Background: an optimization exercise with open tools, aiming at small area and a short achievable clock period. Do not read the settings as production practice. In this exercise RTL edits were held to simulation tests only and were not proved equivalent to the original. Power and IR drop assume default switching activity.

JK:
## fp16_mac
module fp16_mac (
    input  logic                        clk,
    input  logic                        rst,
    input  logic                        in_valid_i,
    input  logic [2-1:0]           tag_i,
    input  logic [16-1:0]          k_i,
    input  logic [16-1:0]          x_i,
    input  logic [16-1:0]          b_i,
    output logic                        out_valid_o,
    output logic [2-1:0]           tag_o,
    output logic [16-1:0]          result_o
);
    localparam int CSW = 58;       
    logic [10:0] u_k_sig, u_x_sig;
    logic [4:0]  u_k_exp, u_x_exp;
    logic [CSW-1:0] m_cs, c1_cs;
    logic [10:0] e_b_sig, c1_b_sig;
    logic [4:0]  e_b_exp, c1_b_exp;
    logic [5:0]  e_es, c1_es;
    logic        c1_p_sign, c1_b_sign;
    logic [1:0]  c1_tag;
    logic        c1_valid;
    fp16_unpack unpack_k (.w_i(k_i), .sig_o(u_k_sig), .exp_o(u_k_exp));
    fp16_unpack unpack_x (.w_i(x_i), .sig_o(u_x_sig), .exp_o(u_x_exp));
    fp16_mul_a mul_a_i (.a_i(u_k_sig), .b_i(u_x_sig), .cs_o(m_cs));
    fp16_expo1 expo1_i (
        .k_exp_i(u_k_exp), .x_exp_i(u_x_exp), .b_i(b_i),
        .b_sig_o(e_b_sig), .b_exp_o(e_b_exp), .es_o(e_es)
    );
    fp16_vpipe #(1'b1) c1_v (.clk, .rst, .d(in_valid_i), .q(c1_valid));
    fp16_pipe #(CSW + 26, 1'b1) c1 (.clk,
        .d({m_cs, e_b_sig, e_b_exp, e_es, k_i[15] ^ x_i[15], b_i[15], tag_i}),
        .q({c1_cs, c1_b_sig, c1_b_exp, c1_es, c1_p_sign, c1_b_sign, c1_tag}));
    logic [21:0] m_row0, m_row1, m_prod, c2_prod;
    logic        x_p_wins, x_drop, x_edge, x_sign, x_sub;
    logic [4:0]  x_shift;
    logic [5:0]  x_exp;
    logic [10:0] c2_b_sig;
    logic        c2_p_wins, c2_drop, c2_edge, c2_sign, c2_sub;
    logic [4:0]  c2_shift;
    logic [5:0]  c2_exp;
    logic [1:0]  c2_tag;
    logic        c2_valid;
    fp16_mul_b mul_b_i (.cs_i(c1_cs), .row0_o(m_row0), .row1_o(m_row1));
  ...
Size: ~310 flip-flops, roughly 72 I/O pins, ~18000 sq um of cells after synthesis.
==> flow/config.mk <==
export PLATFORM = sky130hd
export DESIGN_NAME = fp16_mac
export DESIGN_NICKNAME = fp16_mac
export VERILOG_FILES = /design/flow/design.v
export SDC_FILE = /design/flow/constraint.sdc
export NUM_CORES = 4
export LEC_CHECK = 0
export CAP_MARGIN = 20
export CORE_MARGIN = 2
export CORE_UTILIZATION = 40
export CTS_CLUSTER_DIAMETER = 70
export CTS_CLUSTER_SIZE = 50
export SETUP_SLACK_MARGIN = 2.8
export SLEW_MARGIN = 20
==> flow/constraint.sdc <==
create_clock -name core_clock -period 6.0 [get_ports {clk}]
set_input_delay 1.2000 -clock core_clock [delete_from_list [all_inputs] [get_ports {clk}]]
set_output_delay 1.2000 -clock core_clock [all_outputs]
set_load 0.01 [all_outputs]
run.sh (not shown) runs the stock make flow with config.mk's settings and CLKGATE_MAP_FILE= SYNTH_SCRIPT=/design/flow/synth_recipe.tcl, a recipe that flattens the netlist after the stock synthesis.
Input-level comparison between MS and JK:
- a change of CTS_CLUSTER_SIZE from 50 to 40
- a change of CTS_CLUSTER_DIAMETER from 70 to 80
- a change of SETUP_SLACK_MARGIN from 2.8 to 3.1
Findings:
- In summary, MS completed successfully, with a layout that passed the timing, design-rule and antenna checks.
- On MS: final period demand of the worst path is 33 ps lower than what JK gave.
- Going from JK to MS, final worst slack picked up an extra 33 ps, internal power now sits higher.
- In the flow results for MS and JK, the worst hold slack is larger on JK.
Input changes introduced in AL (baseline for comparison: MS):
- SETUP_SLACK_MARGIN changed from 3.1 to 2.8
- CTS_CLUSTER_DIAMETER changed from 80 to 70
- PLACE_DENSITY newly set to 0.72
Notes after the runs:
AL ended with every stage complete and zero timing, DRC or antenna violations. For MS, the kind of critical path was input pin to flop, unlike AL, where it was flop to flop. Per the comparison of AL with MS, clock-pin transition on the worst setup and hold timing paths moved down, cts-stage hold buffer count saw little to no change, xor-xnor portion of the synthesized cell area level, final instance area now sits lower, final critical-path required period saw an increase. When AL is set beside MS, its final core utilization turns out to be 1.7 points smaller. Total clock buffers created by CTS, MS and AL, lower one = MS. For AL, the beginning of the critical path was c3.q[58]$_DFF_P_, unlike MS, where it was k_i[3]. Going from MS to AL, number of non-clock inverters fell by about 0.56%, cell count fell by 51, count of clock-buffer cells in the layout rose by 2, maximum frequency fell by about 5%.
[inputs] TR vs AL
- a deleted PLACE_DENSITY that had been 0.72
- an added GPL_ROUTABILITY_DRIVEN of 0
## What came out
Having completed the whole flow, TR delivered a layout that passed the timing, design-rule and antenna checks. Compared with AL, in TR cell count along the critical path moved down; total power moved up; global-route usage moved up; synthesized cell count level.
Modified inputs, PW compared to TR
- clearing GPL_ROUTABILITY_DRIVEN, which used to be 0
- swapping 2.8 for 2.9 in SETUP_SLACK_MARGIN
Findings:
- Of the two candidates, TR has the better via count and PW the worse one.
- PW vs. TR: final worst-path cycle share has decreased, total detailed-routing wirelength has increased.
- PW vs TR, sequential share of layout area went down by 0.28 points.
- TR and PW ended up with nearly the same placed instance area.

exp/willow:
fp16_mac again, from the RTL that the note above started with.
// fp16_mac
module fp16_mac (
    input  logic                        clk,
    input  logic                        rst,
    input  logic                        in_valid_i,
    input  logic [2-1:0]           tag_i,
    input  logic [16-1:0]          k_i,
    input  logic [16-1:0]          x_i,
    input  logic [16-1:0]          b_i,
    output logic                        out_valid_o,
    output logic [2-1:0]           tag_o,
    output logic [16-1:0]          result_o
);
Settings: LEC_CHECK=0, CAP_MARGIN=20, CORE_MARGIN=2, CORE_UTILIZATION=50, CTS_CLUSTER_DIAMETER=70, CTS_CLUSTER_SIZE=40, SETUP_SLACK_MARGIN=2.8, SLEW_MARGIN=20; clock period 6.0 ns.
exp/willow | stages: all done | timing, DRC, antenna: all pass
Edits applied to the flow inputs when going from exp/willow to exp/onyx:
- swapping 40 for 30 in CTS_CLUSTER_SIZE
- swapping 70 for 60 in CTS_CLUSTER_DIAMETER
- swapping 50 for 40 in CORE_UTILIZATION
==> comparison <==
- Compared with exp/willow, in exp/onyx power went up 0.37 mW, routed wire length went down about 1.1%, number of buffers and inverters on the critical path went down 1, first-pass GRT wire length went up 1.8%.
- On final critical-path required period: between exp/onyx and exp/willow, it ends up higher for exp/onyx.
- Diff exp/willow -> exp/onyx | length of routed met2 wiring | decrease of about 0.8%
- Compared with exp/willow, exp/onyx shows a higher post-route cell area.
> inputs changed (exp/onyx -> exp/ember)
- CTS_CLUSTER_SIZE now 40, was 30
- CTS_CLUSTER_DIAMETER now 80, was 60
--- outcome ---
Compared with exp/onyx, exp/ember instantiates a smaller number of standard cells. Comparing exp/onyx against exp/ember, there is no change at all in number of ordinary inverters in the final layout. Compared with exp/onyx, in exp/ember post-layout instance area went down, critical path's largest stage delay did not really move. Routed length on met2 delta (exp/ember -> exp/onyx): insignificant. Compared with exp/onyx, exp/ember shows a lower amount of wire on met3 after detailed routing. exp/ember vs. exp/onyx: clock group share of total power shrank by 2.5 points, maximum frequency from static timing analysis grew by about 1.7%, portion of the layout cell area used by non-clock buffers grew by 0.23 points. Across exp/ember and exp/onyx, none had a timing, DRC or antenna violation. Setup WNS exp/onyx -> exp/ember: better.
What exp/fjord does differently from exp/ember at the input level:
- CTS_CLUSTER_SIZE changed from 40 to 35
- ABC_AREA newly set to 1
- CTS_CLUSTER_DIAMETER changed from 80 to 60
## What came out
The post-synthesis average cell area number comes out lower for exp/fjord vs exp/ember.
There was hardly any difference in minimum setup slack after placement between exp/ember and exp/fjord.
Total power: exp/fjord above exp/ember
exp/fjord reports its capture point of the worst path as c1.q[67] while exp/ember reports c1.q[58].
Worst reg2reg path depth: exp/fjord vs exp/ember up 5
Top achievable clock speed, exp/ember and exp/fjord: smaller value in exp/ember
Note that the distinct cell type count after synthesis recorded for exp/ember amounts to 1.4 times the value seen in exp/fjord.
Going from exp/ember to exp/fjord, total cell area at the placement stage rose by 3.2%, count of nets after finishing rose by 511.
In exp/fjord relative to exp/ember, wire length on met3 had gone up by a few percent.
Synthesized cell count up 26% in exp/fjord wrt exp/ember
Pin count of the biggest net entering global routing (exp/fjord / exp/ember): 1.09
For exp/ember, the worst setup path startpoint was x_i[9], unlike exp/fjord, where it was x_i[11].
--- input diff exp/fjord..exp/garnet ---
- ABC_AREA removed (was 1)
### Flow results
Summary of exp/garnet over exp/fjord: multi-input gate count has decreased; maximum frequency has decreased.
Compared with exp/fjord, in exp/garnet overall power consumption fell by 4.5%; count of placed standard cells in the final layout, fillers left out shows a reduction of 17%; pin count of the biggest net entering global routing dropped about 8%; wire length reported by the detailed router fell 4.7%.
Note that the average cell area after synthesis recorded for exp/garnet amounts to 1.2 times the value seen in exp/fjord.
exp/garnet — combinational group share of total power 2.9 points lower, exp/fjord as reference
Looking at met1 wire length, exp/garnet sits 2800 um below exp/fjord.
exp/garnet vs exp/fjord: area of combinational cells with multiple inputs up
exp/garnet: simple logic cell fraction of the synthesized area 7.4 points below exp/fjord

## re-timing with driven ports
In the flow no input, the clock included, has a driving cell. The finished layouts below were timed again as built, in two steps. Step 1 sets driving cells, clkbuf_16 on the clock port and buf_2 on the other inputs (assumed; they add their load-dependent delay and slew). Step 2 also shifts input and output timing later by t, the mid clock arrival at the registers, as if the neighbouring blocks saw the same clock. a / b / c = ideal ports / drivers / drivers and shift; a / b = the first two.
| run | t, ns | setup WS [ns] | worst hold slack (ns) | worst setup path after step 2 | latest minus earliest clock arrival (ns) |
|---|---|---|---|---|---|
| JK | 0.621 | 2.873 / 2.897 / 2.276 | 0.331 / 0.331 / 0.331 | input to register | 0.022 / 0.023 |
| MS | 0.578 | 2.906 / 2.916 / 2.338 | 0.324 / 0.324 / 0.324 | input to register | 0.039 / 0.039 |
| AL | 0.603 | 2.748 / 2.748 / 2.246 | 0.323 / 0.323 / 0.323 | input to register | 0.041 / 0.041 |
| TR | 0.611 | 2.854 / 2.887 / 2.276 | 0.309 / 0.309 / 0.309 | input to register | 0.036 / 0.036 |
| PW | 0.601 | 2.887 / 2.905 / 2.304 | 0.327 / 0.327 / 0.327 | input to register | 0.022 / 0.022 |
| exp/willow | 0.585 | 2.850 / 2.878 / 2.293 | 0.326 / 0.326 / 0.326 | input to register | 0.026 / 0.026 |
| exp/onyx | 0.617 | 2.812 / 2.812 / 2.286 | 0.304 / 0.304 / 0.304 | input to register | 0.033 / 0.033 |
| exp/ember | 0.595 | 2.864 / 2.896 / 2.301 | 0.332 / 0.332 / 0.332 | input to register | 0.036 / 0.036 |
| exp/fjord | 0.637 | 2.881 / 2.905 / 2.267 | 0.317 / 0.317 / 0.317 | input to register | 0.026 / 0.025 |
| exp/garnet | 0.617 | 2.812 / 2.812 / 2.286 | 0.304 / 0.304 / 0.304 | input to register | 0.033 / 0.033 |
After both steps setup and hold are still met in every run listed. For exp/fjord, which loses most, drivers alone change the setup slack by +0.024 ns; drivers and shift together by -0.614 ns.
